Background: an optimization exercise with open tools, aiming at small area, a short achievable clock period and few clock cycles per item. Do not read the settings as production practice.
Only simulation tests tie the RTL to the original design; equivalence was not proved.

== run 1 ==
## weight_update_top
module weight_update_top
(
    input  logic                  clk,
    input  logic                  rstn,
    input  logic                  start,
    input  wupd_pkg::err_t        e,
    input  wupd_pkg::ref_vec_t    ref_vec,
    input  wupd_pkg::norm_t       n,
    output wupd_pkg::weight_vec_t weights,
    output logic                  busy,
    output logic                  done
);
    localparam int K  = 4;               
    localparam int NW = 26;              
    localparam int DW = 21;              
    localparam int XW = 18;              
    localparam int NI = (XW - 2) / K;    
    localparam int CW = NI - 1;          
    localparam int TW = 20;              
    logic       accept;
    logic [3:0] ft;          
    logic       pv;          
    logic       dv;          
    logic       dtl;         
    logic [CW-1:0] cnt;        
    logic       wbv;         
    logic       wbl;         
    logic       dlast;
    logic       dload;
    logic       p_en;
    logic [CW-1:0] ld_cnt;      
    assign accept = start && !busy;
    assign dlast  = dv && !cnt[0];
    assign dload  = pv && (!dv || dlast);
    assign p_en   = busy && !done && (!pv || dload) && !ft[3];
    always_ff @(posedge clk or negedge rstn)
    begin
        if (!rstn)
        begin
            busy <= 1'b0;
            done <= 1'b0;
            ft   <= '0;
            pv   <= 1'b0;
            dv   <= 1'b0;
            dtl  <= 1'b0;
            cnt  <= '0;
            wbv  <= 1'b0;
            wbl  <= 1'b0;
        end
        else
        begin
            done <= wbv && wbl;
            if (accept)
                busy <= 1'b1;
            else if (done)
                busy <= 1'b0;
            if (wbv && wbl)
                ft <= '0;
            else if (p_en)
                ft <= ft + 1'b1;
            if (p_en)
                pv <= 1'b1;
            else if (dload)
                pv <= 1'b0;
            if (dload)
            begin
                dv  <= 1'b1;
                dtl <= ft[3];
                cnt <= ld_cnt;
            end
            else if (dlast)
  ...
Size in the first run: roughly 3600 cells after synthesis, about 290 I/O pins, roughly 0.031 sq mm of cells after synthesis.
clock: 10.0 ns
lec_check: 0
abc_area: 0
cap_margin: 20
core_margin: 2
core_utilization: 40
cts_cluster_diameter: 80
cts_cluster_size: 40
setup_slack_margin: 5
slew_margin: 20
tns_end_percent: 100
run.sh (not shown) runs the stock make flow with config.mk's settings and CLKGATE_MAP_FILE= SYNTH_SCRIPT=/design/flow/synth_recipe.tcl, a recipe that flattens the netlist after the stock synthesis.
Testbench counts of run 1, summed over its fixed seeds: cycles 5,932, updates 384.
--- input diff run 1..run 2 ---
- changing ABC_AREA from 0 to 1
- setting PLACE_DENSITY to 0.45 for the first time
- setting GPL_ROUTABILITY_DRIVEN to 0 for the first time
--- outcome ---
- Looking at the reports, run 2 completed the entire flow and the layout it produced met the timing, design-rule and antenna checks.
- met2 usage ended up 4.2 points higher on run 2 than on run 1.
- Relative to run 1, number of antenna repair diodes has increased by 1 in run 2.
- Run 2 against run 1: non-clock buffer count -29; final period demand of the worst path -0.73 ns.
What run 3 does differently from run 2 at the input level:
- CTS_CLUSTER_DIAMETER: 80 -> unset
- CTS_CLUSTER_SIZE: 40 -> unset
- GPL_ROUTABILITY_DRIVEN: 0 -> unset
- PLACE_DENSITY: 0.45 -> unset
Results
- Delta (run 3 minus run 2): layout cell share with drive strength beyond 1 picked up an extra 0.38 points, number of multi-input combinational cells now sits at about the same level, clock period minus final worst setup slack now smaller, total number of nets in the final design grew by 22, path length in cells of the critical path moved down.
- Compared with run 2, run 3 degrades final hold slack.
- A slowest cell on the critical path of sky130_fd_sc_hd__fa_1 is what run 2 shows, while sky130_fd_sc_hd__fa_2 belongs to run 3.
- There was hardly any difference in number of placed cells counting well taps between run 2 and run 3.
- Delta (run 3 minus run 2): non-clock buffer count up 7; sequential share of layout area down 0.18 points.
For run 4, these inputs were changed with respect to run 3:
- CTS_CLUSTER_SIZE newly set to 40
- CTS_CLUSTER_DIAMETER newly set to 80
- GPL_ROUTABILITY_DRIVEN newly set to 0
### Flow results
Utilization run 3 -> run 4: down
Comparing run 4 and run 3, the lower achievable frequency was measured on run 3.
Cmp run 4 and run 3 / largest stage delay on the critical path / lower: run 4
Re post-synthesis sequential element count: no difference whatsoever between run 4 and run 3.
Delta (run 4 minus run 3): flip-flop and latch share of the layout cell area has increased, quantity of gates resized following cts has decreased, worst hold-check slack has increased.


weight_update_top, a different RTL version from the one above (not shown whole).
For scale: ~4,800 cells after synthesis, roughly 350 flip-flops.
export LEC_CHECK = 0
export ABC_AREA = 1
export CAP_MARGIN = 5
export CORE_MARGIN = 2
export CORE_UTILIZATION = 40
export SETUP_SLACK_MARGIN = 5
export SLEW_MARGIN = 5
export TNS_END_PERCENT = 100
create_clock -name core_clock -period 10.0 [get_ports {clk}]
The starting point finished with timing, DRC and antenna clean.
Testbench counts at the start, summed over its fixed seeds: cycles 6,316, updates 384.
Change:
- CAP_MARGIN: 5 -> 20
- SETUP_SLACK_MARGIN: 5 -> 3.5
- SLEW_MARGIN: 5 -> 20
What happened: Setup slack got worse by 1.3 ns; die area is unchanged.
Change:
- SETUP_SLACK_MARGIN: 3.5 -> 5
Effect:
- worst hold slack gets better by 0.0050 ns
- cell count went up by 2.7%
- worst setup slack gets better by 1.3 ns
- clock skew went down by 0.0049 ns


Setup of build 91:
weight_update_top with an RTL version that a note above also has.
For scale: roughly 4700 cells after synthesis, about 33000 um2 of cells after synthesis.
clock: 10.0 ns
lec_check: 0
abc_area: 1
cap_margin: 20
core_margin: 2
core_utilization: 55
place_density: 0.75
setup_slack_margin: 5
slew_margin: 20
tns_end_percent: 100
Build 91 has completed all stages; timing, DRC and antenna checks passed.
Testbench counts of build 91, summed over its fixed seeds: cycles 5,932, updates 384.
Setup changes, build 91 to build 1
# build 91
export LEC_CHECK = 0
export ABC_AREA = 1
export CAP_MARGIN = 20
export CORE_MARGIN = 2
export CORE_UTILIZATION = 55
export PLACE_DENSITY = 0.75
export SETUP_SLACK_MARGIN = 5
export SLEW_MARGIN = 20
export TNS_END_PERCENT = 100
create_clock -name core_clock -period 10.0 [get_ports {clk}]
# build 1
export LEC_CHECK = 0
export ABC_AREA = 1
export CAP_MARGIN = 20
export CORE_MARGIN = 2
export CORE_UTILIZATION = 30
export CTS_CLUSTER_DIAMETER = 80
export CTS_CLUSTER_SIZE = 40
export GPL_ROUTABILITY_DRIVEN = 0
export SETUP_SLACK_MARGIN = 5
export SLEW_MARGIN = 20
export TNS_END_PERCENT = 100
create_clock -name core_clock -period 10.0 [get_ports {clk}]
==> comparison <==
Build 91 → build 1: non-clock buffer count now sits higher; critical path depth now sits lower; cell count now sits higher; maximum achievable frequency now sits higher.
Count of cells resized by post-cts repair went up by a few percent going from build 91 to build 1.
The worst setup slack in build 1 sits 0.19 ns above the value recorded for build 91.
Compared with build 91, routed wire length in build 1 increased by a few percent.
The following lists how build 62 was set up differently from build 1:
# build 1
export LEC_CHECK = 0
export ABC_AREA = 1
export CAP_MARGIN = 20
export CORE_MARGIN = 2
export CORE_UTILIZATION = 30
export CTS_CLUSTER_DIAMETER = 80
export CTS_CLUSTER_SIZE = 40
export GPL_ROUTABILITY_DRIVEN = 0
export SETUP_SLACK_MARGIN = 5
export SLEW_MARGIN = 20
export TNS_END_PERCENT = 100
create_clock -name core_clock -period 10.0 [get_ports {clk}]
# build 62
export LEC_CHECK = 0
export ABC_AREA = 1
export CAP_MARGIN = 20
export CORE_MARGIN = 2
export CORE_UTILIZATION = 40
export CTS_CLUSTER_DIAMETER = 80
export CTS_CLUSTER_SIZE = 40
export SETUP_SLACK_MARGIN = 5
export SLEW_MARGIN = 20
export TNS_END_PERCENT = 100
create_clock -name core_clock -period 10.0 [get_ports {clk}]
Notes after the runs:
- Every stage of the flow completed for build 62, and the final layout passed the timing, design-rule and antenna checks.
- Delta (build 62 minus build 1): layout buffer count excluding clock buffers fell by 20; final cell count saw a decrease; final area shows a reduction of 810 um2; sum of met2 wire segment lengths after detailed routing now sits higher; via count of the first global-routing pass went down by 540.
### build 62 -> build 42
# build 62
export LEC_CHECK = 0
export ABC_AREA = 1
export CAP_MARGIN = 20
export CORE_MARGIN = 2
export CORE_UTILIZATION = 40
export CTS_CLUSTER_DIAMETER = 80
export CTS_CLUSTER_SIZE = 40
export SETUP_SLACK_MARGIN = 5
export SLEW_MARGIN = 20
export TNS_END_PERCENT = 100
create_clock -name core_clock -period 10.0 [get_ports {clk}]
# build 42
export LEC_CHECK = 0
export ABC_AREA = 1
export CAP_MARGIN = 20
export CORE_MARGIN = 2
export CORE_UTILIZATION = 40
export CTS_CLUSTER_DIAMETER = 60
export CTS_CLUSTER_SIZE = 30
export GPL_ROUTABILITY_DRIVEN = 0
export SETUP_SLACK_MARGIN = 5
export SLEW_MARGIN = 20
export TNS_END_PERCENT = 100
create_clock -name core_clock -period 10.0 [get_ports {clk}]
## What came out
Cells: build 42 has more instances than build 62
In build 42 the via count of the first global-routing pass turned out about 0.37% lower than in build 62.
Final core utilization | build 42 above build 62
Fraction of area in registers: build 42 < build 62
On maximum number of pins on one net before global-route repair: build 42 sits above build 62.
Going from build 62 to build 42, wire length saw a decrease; worst setup margin up 0.052 ns.

==> re-timing with driven ports <==
The flow's constraints put no driver on any port. The routed layouts listed below were extracted and timed again, unchanged, in two steps.
Step 1 sets driving cells, clkbuf_16 on the clock port and buf_2 on the other inputs (assumed; they add their load-dependent delay and slew).
Step 2 times the ports against the registers' clock, not the clock port: input delays grow and output delays shrink by t, the midpoint of the rising clock arrivals with the driver on.
a / b / c = no drivers / after step 1 / after step 2; a / b = the first two.
run | t (ns) | setup WS [ns] | worst hold slack (ns) | latest minus earliest clock arrival (ns) | pins driven straight from the clock port
run 1 | 0.660 | 4.142 / 4.142 / 4.135 | 0.351 / 0.351 / 0.351 | 0.062 / 0.062 | 1
run 2 | 0.702 | 4.875 / 4.875 / 4.272 | 0.348 / 0.348 / 0.348 | 0.042 / 0.041 | 1
run 3 | 0.644 | 4.903 / 4.903 / 4.349 | 0.329 / 0.329 / 0.329 | 0.035 / 0.034 | 1
run 4 | 0.678 | 4.960 / 4.960 / 4.401 | 0.353 / 0.353 / 0.353 | 0.031 / 0.031 | 1
the first run of note 2 | 0.657 | 5.058 / 5.058 / 5.058 | 0.307 / 0.307 / 0.307 | 0.046 / 0.047 | 1
the second run of note 2 | 0.653 | 3.753 / 3.753 / 3.753 | 0.302 / 0.302 / 0.302 | 0.051 / 0.051 | 1
the third run of note 2 | 0.657 | 5.058 / 5.058 / 5.058 | 0.307 / 0.307 / 0.307 | 0.046 / 0.047 | 1
build 91 | 0.655 | 4.702 / 4.728 / 4.092 | 0.349 / 0.349 / 0.349 | 0.039 / 0.039 | 1
build 1 | 0.691 | 4.892 / 4.892 / 4.434 | 0.353 / 0.353 / 0.353 | 0.040 / 0.040 | 1
build 62 | 0.675 | 4.895 / 4.895 / 4.298 | 0.347 / 0.347 / 0.347 | 0.021 / 0.021 | 1
build 42 | 0.634 | 4.947 / 4.947 / 4.371 | 0.346 / 0.346 / 0.346 | 0.031 / 0.030 | 1
After both steps setup and hold are still met in every run listed. The setup slack of build 91, which loses most, moves by +0.026 ns with the drivers and by -0.610 ns with both steps.
